From an optimization exercise on the open Yosys and OpenROAD flow, aimed at small area and a short achievable clock period; shortcuts taken in it are not production practice.
The RTL was checked by simulation tests, not by an equivalence proof against the original design.
No activity file was given, so power comes from the tool's default toggle rates.

==> violet: inputs <==
==> flow/design.v <==
package lsu_pkg;
  localparam int ILEN           = 32;
  localparam int EXCEPTION_SIZE = 16;
  localparam logic [4:0] OPC_LOAD  = 5'b00000;
  localparam logic [4:0] OPC_STORE = 5'b01000;
  localparam logic [2:0] F3_B  = 3'b000;
  localparam logic [2:0] F3_H  = 3'b001;
  localparam logic [2:0] F3_W  = 3'b010;
  localparam logic [2:0] F3_BU = 3'b100;
  localparam logic [2:0] F3_HU = 3'b101;
  typedef struct packed {
    logic       is_load;
    logic [2:0] func3;
    logic [1:0] offset;
  } lsu_load_info_t;
endpackage
module lsu_req
(
  input  logic                                clk,
  input  logic                                rstn,
  input  logic                                ex_stall,
  input  logic                                id_bubble,
  input  logic                                pipe_flush,
  input  logic [lsu_pkg::ILEN          -1:0]  id_instr,
  input  logic [lsu_pkg::EXCEPTION_SIZE-1:0]  id_exception,
  input  logic [31:0]                         opa,
  input  logic [31:0]                         opb,
  output logic                                lsu_bubble,
  output logic [lsu_pkg::EXCEPTION_SIZE-1:0]  lsu_exception,
  output logic                                req_ld,
  output logic [3:0]                          req_we,
  output logic [7:0]                          lo,
  output logic [15:0]                         hi,
  output logic [1:0]                          req_off,
  output logic [2:0]                          req_f3,
  output logic [31:0]                         req_d
);
  logic [4:0]  opcode;
  logic [2:0]  func3;
  logic        is_load;
  logic        is_store;
  logic        accept;
  logic [1:0]  off_ld, off_st;
  logic [7:0]  lo_ld, lo_st;
  logic [15:0] hi_ld, hi_st;
  logic [1:0]  off;
  logic        accepted;
  logic        sw;
  logic [3:0]  be;
  logic [31:0] wd;
  assign opcode   = id_instr[6:2];
  assign func3    = id_instr[14:12];
  assign is_load  = (opcode == lsu_pkg::OPC_LOAD);
  assign is_store = (opcode == lsu_pkg::OPC_STORE);
  assign accept   = !ex_stall && !id_bubble && !pipe_flush &&
                    !(|id_exception) && (is_load || is_store);
  lsu_adec u_adec_ld (
    .a   (opa[8:0]),
    .b   (opb[8:0]),
    .off (off_ld),
    .lo  (lo_ld),
    .hi  (hi_ld)
  );
  lsu_adec u_adec_st (
    .a   (opa[8:0]),
    .b   ({id_instr[28:25], id_instr[11:7]}),
    .off (off_st),
    .lo  (lo_st),
    .hi  (hi_st)
  );
  assign off      = is_store ? off_st : off_ld;
  assign sw       = func3[1];
  assign be[0] = sw || (off == 2'd0);
  assign be[1] = sw || (off == 2'd1) || (func3[0] && off == 2'd0);
  assign be[2] = sw || (off == 2'd2) || (func3[0] && off == 2'd1);
  assign be[3] = sw || (off == 2'd3) || (func3[0] && off == 2'd2);
  assign wd[ 7: 0] = opb[7:0];
  assign wd[15: 8] = (!sw && off == 2'd1) ? opb[7:0] : opb[15:8];
  assign wd[23:16] = sw ? opb[23:16] : (off == 2'd1) ? opb[15:8] : opb[7:0];
  assign wd[31:24] = sw ? opb[31:24] : (off == 2'd2) ? opb[15:8] : opb[7:0];
  always_ff @(posedge clk, negedge rstn)
    if (!rstn)
    begin
      req_ld   <= 1'b0;
      req_we   <= '0;
      accepted <= 1'b0;
    end
    else
    begin
      req_ld <= accept && is_load;
      req_we <= {4{accept && is_store}} & be;
      if (!ex_stall)
        accepted <= accept;
    end
  assign lsu_bubble = !accepted;
  assign lo = is_store ? lo_st : lo_ld;
  assign hi = is_store ? hi_st : hi_ld;
  always_ff @(posedge clk)
  begin
    req_off <= off;
    req_f3  <= func3;
    req_d   <= wd;
  end
  always_ff @(posedge clk, negedge rstn)
    if (!rstn)
      lsu_exception <= '0;
    else if (!ex_stall)
      lsu_exception <= id_exception;
endmodule
module lsu_adec
(
  input  logic [8:0]  a,
  input  logic [8:0]  b,
  output logic [1:0]  off,
  output logic [7:0]  lo,
  output logic [15:0] hi
);
  logic [2:0]  s_off;
  logic [5:0]  s_c5;
  logic [2:0]  m;
  logic [3:0]  n;
  logic [7:0]  lo0;
  logic [15:0] hi0;
  assign s_off = {1'b0, a[1:0]} + {1'b0, b[1:0]};
  assign s_c5  = {1'b0, a[4:0]} + {1'b0, b[4:0]};
  assign m     = a[4:2] + b[4:2];
  assign n     = a[8:5] + b[8:5];
  assign off   = s_off[1:0];
  always_comb
  begin
    for (int i = 0; i < 8; i++)
      lo0[i] = (m == 3'(i));
    for (int i = 0; i < 16; i++)
      hi0[i] = (n == 4'(i));
  end
  assign lo = s_off[2] ? {lo0[6:0], lo0[7]}   : lo0;
  assign hi = s_c5[5]  ? {hi0[14:0], hi0[15]} : hi0;
endmodule
module lsu_load_align
(
  input  logic        clk,
  input  logic        rstn,
  input  logic        req_ld,
  input  logic [1:0]  req_off,
  input  logic [2:0]  req_f3,
  input  logic [31:0] q0,
  input  logic [31:0] q1,
  output logic [31:0] lsu_r,
  output logic        lsu_r_valid
);
  logic        ld_q;
  logic [2:0]  f3_q;
  logic [1:0]  off_q;
  logic [31:0] s;
  logic [31:0] result;
  always_ff @(posedge clk, negedge rstn)
    if (!rstn)
    begin
      ld_q        <= 1'b0;
      lsu_r_valid <= 1'b0;
    end
    else
    begin
      ld_q        <= req_ld;
      lsu_r_valid <= ld_q;
    end
  always_ff @(posedge clk)
  begin
    f3_q  <= req_f3;
    off_q <= req_off;
  end
  assign s = (q0 | q1) >> {off_q, 3'b000};
  always_comb
    case (f3_q)
      lsu_pkg::F3_B  : result = 32'($signed(s[7:0]));
      lsu_pkg::F3_BU : result = 32'(s[7:0]);
      lsu_pkg::F3_H  : result = 32'($signed(s[15:0]));
      lsu_pkg::F3_HU : result = 32'(s[15:0]);
      default        : result = s;
    endcase
  always_ff @(posedge clk)
    lsu_r <= result;
endmodule
module dmem_sram
(
  input  logic        clk,
  input  logic [3:0]  we,
  input  logic [7:0]  lo,
  input  logic [15:0] hi,
  input  logic [31:0] d,
  output logic [31:0] q0,
  output logic [31:0] q1
);
  dmem_half u_half0 (
    .clk (clk),
    .we  (we),
    .lo  (lo),
    .hi  (hi[7:0]),
    .d   (d),
    .q   (q0)
  );
  dmem_half u_half1 (
    .clk (clk),
    .we  (we),
    .lo  (lo),
    .hi  (hi[15:8]),
    .d   (d),
    .q   (q1)
  );
endmodule
module dmem_half
(
  input  logic        clk,
  input  logic [3:0]  we,
  input  logic [7:0]  lo,
  input  logic [7:0]  hi,
  input  logic [31:0] d,
  output logic [31:0] q
);
  logic [63:0][31:0] mem;
  logic [7:0][3:0]   hw_n;
  logic [63:0][3:0]  en;
  logic [31:0][7:0]  grp;
  logic [31:0]       rd;
  logic [1:0][7:0]   lo_q;
  logic [7:0]        lo_n_q;
  logic [7:0]        hi_q;
  logic [7:0]        hi_w_q;
  dmem_reg8 u_hi_r (
    .clk (clk),
    .d   (hi),
    .q   (hi_q)
  );
  dmem_reg8 u_hi_w_r (
    .clk (clk),
    .d   (hi),
    .q   (hi_w_q)
  );
  dmem_reg8 u_lo_n_r (
    .clk (clk),
    .d   (~lo),
    .q   (lo_n_q)
  );
  for (genvar c = 0; c < 2; c++)
  begin : g_lo
    dmem_reg8 u_lo_r (
      .clk (clk),
      .d   (lo),
      .q   (lo_q[c])
    );
  end
  for (genvar j = 0; j < 8; j++)
  begin : g_hw
    assign hw_n[j] = ~({4{hi_w_q[j]}} & we);
  end
  for (genvar w = 0; w < 64; w++)
  begin : g_word
    for (genvar k = 0; k < 4; k++)
    begin : g_en
      dmem_nor2 u_en (
        .a (lo_n_q[w % 8]),
        .b (hw_n[w / 8][k]),
        .y (en[w][k])
      );
    end
    for (genvar k = 0; k < 4; k++)
    begin : g_lane
      always_ff @(posedge clk)
        if (en[w][k])
          mem[w][8*k +: 8] <= d[8*k +: 8];
    end
  end
  for (genvar b = 0; b < 32; b++)
  begin : g_bit
    for (genvar j = 0; j < 8; j++)
    begin : g_grp
      dmem_sel8 u_sel (
        .a ({mem[8*j+7][b], mem[8*j+6][b], mem[8*j+5][b], mem[8*j+4][b],
             mem[8*j+3][b], mem[8*j+2][b], mem[8*j+1][b], mem[8*j][b]}),
        .s (lo_q[b / 16]),
        .y (grp[b][j])
      );
    end
    dmem_sel8 u_grp (
      .a (grp[b]),
      .s (hi_q),
      .y (rd[b])
    );
  end
  always_ff @(posedge clk)
    q <= rd;
endmodule
module dmem_sel8
(
  input  logic [7:0] a,
  input  logic [7:0] s,
  output logic       y
);
  assign y = |(a & s);
endmodule
module dmem_nor2
(
  input  logic a,
  input  logic b,
  output logic y
);
  assign y = ~(a | b);
endmodule
module dmem_reg8
(
  input  logic       clk,
  input  logic [7:0] d,
  output logic [7:0] q
);
  always_ff @(posedge clk)
    q <= d;
endmodule
module lsu_top
#(
  parameter int XLEN      = 32,
  parameter int MEM_WORDS = 128
)
(
  input  logic                      clk,
  input  logic                      rstn,
  input  logic                      ex_stall,
  input  logic                      id_bubble,
  input  logic                      pipe_flush,
  input  logic [lsu_pkg::ILEN          -1:0] id_instr,
  input  logic [lsu_pkg::EXCEPTION_SIZE-1:0] id_exception,
  input  logic [XLEN          -1:0] opa,
  input  logic [XLEN          -1:0] opb,
  output logic                      lsu_bubble,
  output logic [lsu_pkg::EXCEPTION_SIZE-1:0] lsu_exception,
  output logic [XLEN          -1:0] lsu_r,
  output logic                      lsu_r_valid
);
  logic        req_ld;
  logic [3:0]  req_we;
  logic [7:0]  lo;
  logic [15:0] hi;
  logic [1:0]  req_off;
  logic [2:0]  req_f3;
  logic [31:0] req_d;
  logic [31:0] q0;
  logic [31:0] q1;
  lsu_req u_lsu_req (
    .clk           (clk),
    .rstn          (rstn),
    .ex_stall      (ex_stall),
    .id_bubble     (id_bubble),
    .pipe_flush    (pipe_flush),
    .id_instr      (id_instr),
    .id_exception  (id_exception),
    .opa           (opa),
    .opb           (opb),
    .lsu_bubble    (lsu_bubble),
    .lsu_exception (lsu_exception),
    .req_ld        (req_ld),
    .req_we        (req_we),
    .lo            (lo),
    .hi            (hi),
    .req_off       (req_off),
    .req_f3        (req_f3),
    .req_d         (req_d)
  );
  dmem_sram u_dmem_sram (
    .clk (clk),
    .we  (req_we),
    .lo  (lo),
    .hi  (hi),
    .d   (req_d),
    .q0  (q0),
    .q1  (q1)
  );
  lsu_load_align u_lsu_load_align (
    .clk         (clk),
    .rstn        (rstn),
    .req_ld      (req_ld),
    .req_off     (req_off),
    .req_f3      (req_f3),
    .q0          (q0),
    .q1          (q1),
    .lsu_r       (lsu_r),
    .lsu_r_valid (lsu_r_valid)
  );
endmodule
==> flow/flow/run.sh <==
#!/bin/bash
# The standard layout (standard.sh, unchanged synthesis and steps) with two
# changes to how the layout is made:
#  - CTS puts tree buffers at most 200 um apart (CTS_BUF_DISTANCE), which
#    gives this design's clock tree less insertion delay than the default;
#  - the port buffers start as buf_4 (BUFFER_PORTS_ARGS) instead of the slow
#    delay cell buffer_ports picks by default.
# make's full output goes to standard.log here; each ORFS step keeps its own
# log under orfs/logs/.
set -euo pipefail
export CTS_BUF_DISTANCE=200
export BUFFER_PORTS_ARGS="-buffer_cell sky130_fd_sc_hd__buf_4"
bash standard.sh > standard.log 2>&1
==> flow/standard.sh <==
#!/bin/bash
# synth_recipe.tcl (not shown) runs the flow's synth.tcl, then flattens the netlist and writes it again
# the make line also repeats each setting of config.mk as NAME=value (left out here)
make -C /OpenROAD-flow-scripts/flow DESIGN_CONFIG=/design/flow/config.mk WORK_HOME=/design/flow/orfs CLKGATE_MAP_FILE= SYNTH_SCRIPT=/design/flow/synth_recipe.tcl "${@:-finish}"
==> flow/config.mk <==
export PLATFORM = sky130hd
export DESIGN_NAME = lsu_top
export DESIGN_NICKNAME = lsu_top
export VERILOG_FILES = /design/flow/design.v
export SDC_FILE = /design/flow/constraint.sdc
export NUM_CORES = 4
export LEC_CHECK = 0
export CAP_MARGIN = 20
export CELL_PAD_IN_SITES_DETAIL_PLACEMENT = 1
export CORE_MARGIN = 2
export CORE_UTILIZATION = 42
export CTS_CLUSTER_DIAMETER = 90
export CTS_CLUSTER_SIZE = 25
export PLACE_DENSITY = 0.55
export SETUP_SLACK_MARGIN = 2.6
export SLEW_MARGIN = 20
export SYNTH_HIERARCHICAL = 1
==> flow/constraint.sdc <==
create_clock -name core_clock -period 5.0 [get_ports {clk}]
set_input_delay 1.0000 -clock core_clock [delete_from_list [all_inputs] [get_ports {clk}]]
set_output_delay 1.0000 -clock core_clock [all_outputs]
set_load 0.01 [all_outputs]
==> indigo: changes against violet <==
==> flow/design.v, changed modules only <==
module lsu_req
(
  input  logic                                clk,
  input  logic                                rstn,
  input  logic                                ex_stall,
  input  logic                                id_bubble,
  input  logic                                pipe_flush,
  input  logic [lsu_pkg::ILEN          -1:0]  id_instr,
  input  logic [lsu_pkg::EXCEPTION_SIZE-1:0]  id_exception,
  input  logic [31:0]                         opa,
  input  logic [31:0]                         opb,
  output logic                                lsu_bubble,
  output logic [lsu_pkg::EXCEPTION_SIZE-1:0]  lsu_exception,
  output logic                                req_ld,
  output logic [3:0]                          we,
  output logic [7:0]                          lo,
  output logic [15:0]                         hi,
  output logic [1:0]                          req_off,
  output logic [2:0]                          req_f3,
  output logic [31:0]                         req_d
);
  logic [4:0]  opcode;
  logic [2:0]  func3;
  logic        is_load;
  logic        is_store;
  logic        accept;
  logic [1:0]  off_ld, off_st;
  logic [7:0]  lo_ld, lo_st;
  logic [15:0] hi_ld, hi_st;
  logic [1:0]  off;
  logic        accepted;
  logic        sw;
  logic [3:0]  be;
  logic [31:0] wd;
  assign opcode   = id_instr[6:2];
  assign func3    = id_instr[14:12];
  assign is_load  = (opcode == lsu_pkg::OPC_LOAD);
  assign is_store = (opcode == lsu_pkg::OPC_STORE);
  assign accept   = !ex_stall && !id_bubble && !pipe_flush &&
                    !(|id_exception) && (is_load || is_store);
  lsu_adec u_adec_ld (
    .a   (opa[8:0]),
    .b   (opb[8:0]),
    .off (off_ld),
    .lo  (lo_ld),
    .hi  (hi_ld)
  );
  lsu_adec u_adec_st (
    .a   (opa[8:0]),
    .b   ({id_instr[28:25], id_instr[11:7]}),
    .off (off_st),
    .lo  (lo_st),
    .hi  (hi_st)
  );
  assign off      = is_store ? off_st : off_ld;
  assign sw       = func3[1];
  assign be[0] = sw || (off == 2'd0);
  assign be[1] = sw || (off == 2'd1) || (func3[0] && off == 2'd0);
  assign be[2] = sw || (off == 2'd2) || (func3[0] && off == 2'd1);
  assign be[3] = sw || (off == 2'd3) || (func3[0] && off == 2'd2);
  assign wd[ 7: 0] = opb[7:0];
  assign wd[15: 8] = (!sw && off == 2'd1) ? opb[7:0] : opb[15:8];
  assign wd[23:16] = sw ? opb[23:16] : (off == 2'd1) ? opb[15:8] : opb[7:0];
  assign wd[31:24] = sw ? opb[31:24] : (off == 2'd2) ? opb[15:8] : opb[7:0];
  always_ff @(posedge clk, negedge rstn)
    if (!rstn)
    begin
      req_ld   <= 1'b0;
      accepted <= 1'b0;
    end
    else
    begin
      req_ld <= accept && is_load;
      if (!ex_stall)
        accepted <= accept;
    end
  assign lsu_bubble = !accepted;
  assign lo = is_store ? lo_st : lo_ld;
  assign hi = is_store ? hi_st : hi_ld;
  assign we = {4{accept && is_store}} & be;
  always_ff @(posedge clk)
  begin
    req_off <= off;
    req_f3  <= func3;
    req_d   <= wd;
  end
  always_ff @(posedge clk, negedge rstn)
    if (!rstn)
      lsu_exception <= '0;
    else if (!ex_stall)
      lsu_exception <= id_exception;
endmodule
module dmem_sram
(
  input  logic        clk,
  input  logic        rstn,
  input  logic [3:0]  we,
  input  logic [7:0]  lo,
  input  logic [15:0] hi,
  input  logic [31:0] d,
  output logic [31:0] q0,
  output logic [31:0] q1
);
  dmem_half u_half0 (
    .clk  (clk),
    .rstn (rstn),
    .we   (we),
    .lo  (lo),
    .hi  (hi[7:0]),
    .d   (d),
    .q   (q0)
  );
  dmem_half u_half1 (
    .clk  (clk),
    .rstn (rstn),
    .we   (we),
    .lo  (lo),
    .hi  (hi[15:8]),
    .d   (d),
    .q   (q1)
  );
endmodule
module dmem_half
(
  input  logic        clk,
  input  logic        rstn,
  input  logic [3:0]  we,
  input  logic [7:0]  lo,
  input  logic [7:0]  hi,
  input  logic [31:0] d,
  output logic [31:0] q
);
  logic [63:0][31:0] mem;
  logic [7:0][3:0]   hw_n;
  logic [63:0][3:0]  en;
  logic [31:0][7:0]  grp;
  logic [31:0]       rd;
  logic [1:0][7:0]   lo_q;
  logic [7:0]        lo_n_q;
  logic [7:0]        hi_q;
  dmem_reg8 u_hi_r (
    .clk (clk),
    .d   (hi),
    .q   (hi_q)
  );
  always_ff @(posedge clk, negedge rstn)
    if (!rstn)
      hw_n <= '1;
    else
      for (int j = 0; j < 8; j++)
        hw_n[j] <= ~({4{hi[j]}} & we);
  dmem_reg8 u_lo_n_r (
    .clk (clk),
    .d   (~lo),
    .q   (lo_n_q)
  );
  for (genvar c = 0; c < 2; c++)
  begin : g_lo
    dmem_reg8 u_lo_r (
      .clk (clk),
      .d   (lo),
      .q   (lo_q[c])
    );
  end
  for (genvar w = 0; w < 64; w++)
  begin : g_word
    for (genvar k = 0; k < 4; k++)
    begin : g_en
      dmem_nor2 u_en (
        .a (lo_n_q[w % 8]),
        .b (hw_n[w / 8][k]),
        .y (en[w][k])
      );
    end
    for (genvar k = 0; k < 4; k++)
    begin : g_lane
      always_ff @(posedge clk)
        if (en[w][k])
          mem[w][8*k +: 8] <= d[8*k +: 8];
    end
  end
  for (genvar b = 0; b < 32; b++)
  begin : g_bit
    for (genvar j = 0; j < 8; j++)
    begin : g_grp
      dmem_sel8 u_sel (
        .a ({mem[8*j+7][b], mem[8*j+6][b], mem[8*j+5][b], mem[8*j+4][b],
             mem[8*j+3][b], mem[8*j+2][b], mem[8*j+1][b], mem[8*j][b]}),
        .s (lo_q[b / 16]),
        .y (grp[b][j])
      );
    end
    dmem_sel8 u_grp (
      .a (grp[b]),
      .s (hi_q),
      .y (rd[b])
    );
  end
  always_ff @(posedge clk)
    q <= rd;
endmodule
module lsu_top
#(
  parameter int XLEN      = 32,
  parameter int MEM_WORDS = 128
)
(
  input  logic                      clk,
  input  logic                      rstn,
  input  logic                      ex_stall,
  input  logic                      id_bubble,
  input  logic                      pipe_flush,
  input  logic [lsu_pkg::ILEN          -1:0] id_instr,
  input  logic [lsu_pkg::EXCEPTION_SIZE-1:0] id_exception,
  input  logic [XLEN          -1:0] opa,
  input  logic [XLEN          -1:0] opb,
  output logic                      lsu_bubble,
  output logic [lsu_pkg::EXCEPTION_SIZE-1:0] lsu_exception,
  output logic [XLEN          -1:0] lsu_r,
  output logic                      lsu_r_valid
);
  logic        req_ld;
  logic [3:0]  we;
  logic [7:0]  lo;
  logic [15:0] hi;
  logic [1:0]  req_off;
  logic [2:0]  req_f3;
  logic [31:0] req_d;
  logic [31:0] q0;
  logic [31:0] q1;
  lsu_req u_lsu_req (
    .clk           (clk),
    .rstn          (rstn),
    .ex_stall      (ex_stall),
    .id_bubble     (id_bubble),
    .pipe_flush    (pipe_flush),
    .id_instr      (id_instr),
    .id_exception  (id_exception),
    .opa           (opa),
    .opb           (opb),
    .lsu_bubble    (lsu_bubble),
    .lsu_exception (lsu_exception),
    .req_ld        (req_ld),
    .we            (we),
    .lo            (lo),
    .hi            (hi),
    .req_off       (req_off),
    .req_f3        (req_f3),
    .req_d         (req_d)
  );
  dmem_sram u_dmem_sram (
    .clk  (clk),
    .rstn (rstn),
    .we   (we),
    .lo  (lo),
    .hi  (hi),
    .d   (req_d),
    .q0  (q0),
    .q1  (q1)
  );
  lsu_load_align u_lsu_load_align (
    .clk         (clk),
    .rstn        (rstn),
    .req_ld      (req_ld),
    .req_off     (req_off),
    .req_f3      (req_f3),
    .q0          (q0),
    .q1          (q1),
    .lsu_r       (lsu_r),
    .lsu_r_valid (lsu_r_valid)
  );
endmodule
Settings changed: CORE_UTILIZATION 42 to 47, PLACE_DENSITY 0.55 to 0.6.
==> fjord: changes against violet <==
==> flow/design.v, changed modules only <==
module lsu_req
(
  input  logic                                clk,
  input  logic                                rstn,
  input  logic                                ex_stall,
  input  logic                                id_bubble,
  input  logic                                pipe_flush,
  input  logic [lsu_pkg::ILEN          -1:0]  id_instr,
  input  logic [lsu_pkg::EXCEPTION_SIZE-1:0]  id_exception,
  input  logic [31:0]                         opa,
  input  logic [31:0]                         opb,
  output logic                                lsu_bubble,
  output logic [lsu_pkg::EXCEPTION_SIZE-1:0]  lsu_exception,
  output logic                                req_ld,
  output logic [3:0]                          we,
  output logic [7:0]                          lo,
  output logic [15:0]                         hi,
  output logic [1:0]                          req_off,
  output logic [2:0]                          req_f3,
  output logic [31:0]                         req_d
);
  logic [4:0]  opcode;
  logic [2:0]  func3;
  logic        is_load;
  logic        is_store;
  logic        accept;
  logic [1:0]  off_ld, off_st;
  logic [7:0]  lo_ld, lo_st;
  logic [15:0] hi_ld, hi_st;
  logic [1:0]  off;
  logic        accepted;
  logic        sw;
  logic [3:0]  be;
  logic [31:0] wd;
  assign opcode   = id_instr[6:2];
  assign func3    = id_instr[14:12];
  assign is_load  = (opcode == lsu_pkg::OPC_LOAD);
  assign is_store = (opcode == lsu_pkg::OPC_STORE);
  assign accept   = !ex_stall && !id_bubble && !pipe_flush &&
                    !(|id_exception) && (is_load || is_store);
  lsu_adec u_adec_ld (
    .a   (opa[8:0]),
    .b   (opb[8:0]),
    .off (off_ld),
    .lo  (lo_ld),
    .hi  (hi_ld)
  );
  lsu_adec u_adec_st (
    .a   (opa[8:0]),
    .b   ({id_instr[28:25], id_instr[11:7]}),
    .off (off_st),
    .lo  (lo_st),
    .hi  (hi_st)
  );
  assign off      = is_store ? off_st : off_ld;
  assign sw       = func3[1];
  assign be[0] = sw || (off == 2'd0);
  assign be[1] = sw || (off == 2'd1) || (func3[0] && off == 2'd0);
  assign be[2] = sw || (off == 2'd2) || (func3[0] && off == 2'd1);
  assign be[3] = sw || (off == 2'd3) || (func3[0] && off == 2'd2);
  assign wd[ 7: 0] = opb[7:0];
  assign wd[15: 8] = (!sw && off == 2'd1) ? opb[7:0] : opb[15:8];
  assign wd[23:16] = sw ? opb[23:16] : (off == 2'd1) ? opb[15:8] : opb[7:0];
  assign wd[31:24] = sw ? opb[31:24] : (off == 2'd2) ? opb[15:8] : opb[7:0];
  always_ff @(posedge clk, negedge rstn)
    if (!rstn)
    begin
      req_ld   <= 1'b0;
      accepted <= 1'b0;
    end
    else
    begin
      req_ld <= accept && is_load;
      if (!ex_stall)
        accepted <= accept;
    end
  assign lsu_bubble = !accepted;
  assign lo = is_store ? lo_st : lo_ld;
  assign hi = is_store ? hi_st : hi_ld;
  assign we = {4{accept && is_store}} & be;
  always_ff @(posedge clk)
  begin
    req_off <= off;
    req_f3  <= func3;
    req_d   <= wd;
  end
  always_ff @(posedge clk, negedge rstn)
    if (!rstn)
      lsu_exception <= '0;
    else if (!ex_stall)
      lsu_exception <= id_exception;
endmodule
module dmem_sram
(
  input  logic        clk,
  input  logic        rstn,
  input  logic [3:0]  we,
  input  logic [7:0]  lo,
  input  logic [15:0] hi,
  input  logic [31:0] d,
  output logic [31:0] q0,
  output logic [31:0] q1
);
  dmem_half u_half0 (
    .clk  (clk),
    .rstn (rstn),
    .we   (we),
    .lo  (lo),
    .hi  (hi[7:0]),
    .d   (d),
    .q   (q0)
  );
  dmem_half u_half1 (
    .clk  (clk),
    .rstn (rstn),
    .we   (we),
    .lo  (lo),
    .hi  (hi[15:8]),
    .d   (d),
    .q   (q1)
  );
endmodule
module dmem_half
(
  input  logic        clk,
  input  logic        rstn,
  input  logic [3:0]  we,
  input  logic [7:0]  lo,
  input  logic [7:0]  hi,
  input  logic [31:0] d,
  output logic [31:0] q
);
  logic [63:0][31:0] mem;
  logic [7:0][3:0]   hw_n;
  logic [63:0][3:0]  en;
  logic [31:0][7:0]  grp;
  logic [31:0]       rd;
  logic [1:0][7:0]   lo_q;
  logic [7:0]        lo_n_q;
  logic [7:0]        hi_q;
  logic [7:0]        hi_w_q;
  logic [3:0]        we_q;
  dmem_reg8 u_hi_r (
    .clk (clk),
    .d   (hi),
    .q   (hi_q)
  );
  always_ff @(posedge clk, negedge rstn)
    if (!rstn)
      we_q <= '0;
    else
      we_q <= we;
  dmem_reg8 u_hi_w_r (
    .clk (clk),
    .d   (hi),
    .q   (hi_w_q)
  );
  dmem_reg8 u_lo_n_r (
    .clk (clk),
    .d   (~lo),
    .q   (lo_n_q)
  );
  for (genvar c = 0; c < 2; c++)
  begin : g_lo
    dmem_reg8 u_lo_r (
      .clk (clk),
      .d   (lo),
      .q   (lo_q[c])
    );
  end
  for (genvar j = 0; j < 8; j++)
  begin : g_hw
    assign hw_n[j] = ~({4{hi_w_q[j]}} & we_q);
  end
  for (genvar w = 0; w < 64; w++)
  begin : g_word
    for (genvar k = 0; k < 4; k++)
    begin : g_en
      dmem_nor2 u_en (
        .a (lo_n_q[w % 8]),
        .b (hw_n[w / 8][k]),
        .y (en[w][k])
      );
    end
    for (genvar k = 0; k < 4; k++)
    begin : g_lane
      always_ff @(posedge clk)
        if (en[w][k])
          mem[w][8*k +: 8] <= d[8*k +: 8];
    end
  end
  for (genvar b = 0; b < 32; b++)
  begin : g_bit
    for (genvar j = 0; j < 8; j++)
    begin : g_grp
      dmem_sel8 u_sel (
        .a ({mem[8*j+7][b], mem[8*j+6][b], mem[8*j+5][b], mem[8*j+4][b],
             mem[8*j+3][b], mem[8*j+2][b], mem[8*j+1][b], mem[8*j][b]}),
        .s (lo_q[b / 16]),
        .y (grp[b][j])
      );
    end
    dmem_sel8 u_grp (
      .a (grp[b]),
      .s (hi_q),
      .y (rd[b])
    );
  end
  always_ff @(posedge clk)
    q <= rd;
endmodule
module lsu_top
#(
  parameter int XLEN      = 32,
  parameter int MEM_WORDS = 128
)
(
  input  logic                      clk,
  input  logic                      rstn,
  input  logic                      ex_stall,
  input  logic                      id_bubble,
  input  logic                      pipe_flush,
  input  logic [lsu_pkg::ILEN          -1:0] id_instr,
  input  logic [lsu_pkg::EXCEPTION_SIZE-1:0] id_exception,
  input  logic [XLEN          -1:0] opa,
  input  logic [XLEN          -1:0] opb,
  output logic                      lsu_bubble,
  output logic [lsu_pkg::EXCEPTION_SIZE-1:0] lsu_exception,
  output logic [XLEN          -1:0] lsu_r,
  output logic                      lsu_r_valid
);
  logic        req_ld;
  logic [3:0]  we;
  logic [7:0]  lo;
  logic [15:0] hi;
  logic [1:0]  req_off;
  logic [2:0]  req_f3;
  logic [31:0] req_d;
  logic [31:0] q0;
  logic [31:0] q1;
  lsu_req u_lsu_req (
    .clk           (clk),
    .rstn          (rstn),
    .ex_stall      (ex_stall),
    .id_bubble     (id_bubble),
    .pipe_flush    (pipe_flush),
    .id_instr      (id_instr),
    .id_exception  (id_exception),
    .opa           (opa),
    .opb           (opb),
    .lsu_bubble    (lsu_bubble),
    .lsu_exception (lsu_exception),
    .req_ld        (req_ld),
    .we            (we),
    .lo            (lo),
    .hi            (hi),
    .req_off       (req_off),
    .req_f3        (req_f3),
    .req_d         (req_d)
  );
  dmem_sram u_dmem_sram (
    .clk  (clk),
    .rstn (rstn),
    .we   (we),
    .lo  (lo),
    .hi  (hi),
    .d   (req_d),
    .q0  (q0),
    .q1  (q1)
  );
  lsu_load_align u_lsu_load_align (
    .clk         (clk),
    .rstn        (rstn),
    .req_ld      (req_ld),
    .req_off     (req_off),
    .req_f3      (req_f3),
    .q0          (q0),
    .q1          (q1),
    .lsu_r       (lsu_r),
    .lsu_r_valid (lsu_r_valid)
  );
endmodule
==> comparison table <==
item	violet	fjord	indigo
Run status	no timing/DRC/antenna violations	no timing/DRC/antenna violations	no timing/DRC/antenna violations
P_seq	0.0424 W	0.0424 W	0.0427 W
Proportion of synthesized area in mux cells	0.415%	0.415%	0.412%
Tightest Pin Transition	1430 ps	1350 ps	1320 ps
Sequential cells	4338	4342	4382
Initial antenna violation count	31	26	21
Total non-filler cell area in the finished layout	172000 sq um	170000 sq um	171000 sq um
Number of diodes	7	11	20
Buffer count from post-CTS setup fixing	30	12	16
Via count of the first global-routing pass	87500	87100	88200
Number of nets in the layout	8915	8878	8938
Clock network fraction of total power	27.0%	27.0%	27.1%
Layout Skew	72.7 ps	49.0 ps	60.5 ps
Die boundary width	610 microns	610 microns	579 microns
Syn-to-layout area delta	11.2%	10.0%	9.57%
Largest voltage drop on the vdd net	348 uV	282 uV	289 uV
Share of post-route cells with drive strength above 1	13.5%	10.7%	9.45%
CP startpoint	u_dmem_sram.u_half1.u_hi_w_r.q[5]	u_lsu_load_align.off_q[0]	u_dmem_sram.u_half1.g_lo[0].u_lo_r.q[2]
CP Data Arrival Time	3110 ps	3230 ps	3170 ps
Highest net fanout along the worst path	8	50	32
Worst setup path end	u_dmem_sram.u_half1.mem[1444]	u_lsu_load_align.lsu_r[3]	u_dmem_sram.u_half1.q[15]
End of the worst register-to-register path	u_dmem_sram.u_half1.mem[1444]	u_lsu_load_align.lsu_r[3]	u_dmem_sram.u_half1.q[15]
Wire length on met2	226000 microns	220000 microns	220000 microns
Highest clock frequency the design can meet	384 MHz	403 MHz	396 MHz
Relative slew slack	3.85%	10.3%	11.5%

==> port drivers added, routing unchanged <==
No port has a modelled driver above. Below, the same layouts with a new extraction and two added sets of constraints. Step 1 (the two cells are an assumption about what drives the block):
set clk [get_ports {clk}]
set_driving_cell -lib_cell sky130_fd_sc_hd__clkbuf_16 $clk
set_driving_cell -lib_cell sky130_fd_sc_hd__buf_2 [delete_from_list [all_inputs] $clk]
Step 2 moves the port delays by t, midway between the first and last clock arrival at a register: inputs arrive t later, outputs are due t later. That takes back most of the time a late clock gives input paths. a / b / c = ideal ports / drivers / drivers and shift; a / b = the first two.
run	t, ns	setup slack, ns	slew at the worst register clock pin (ns)	cell pins on the clock port's net
violet	0.976	2.397 / 2.397 / 1.780	0.11 / 0.11	1
indigo	0.980	2.475 / 2.436 / 1.657	0.11 / 0.11	1
fjord	0.994	2.517 / 2.439 / 1.680	0.11 / 0.11	1
After both steps setup and hold are still met in every run listed. The setup slack of fjord, which loses most, moves by -0.078 ns with the drivers and by -0.837 ns with both steps.
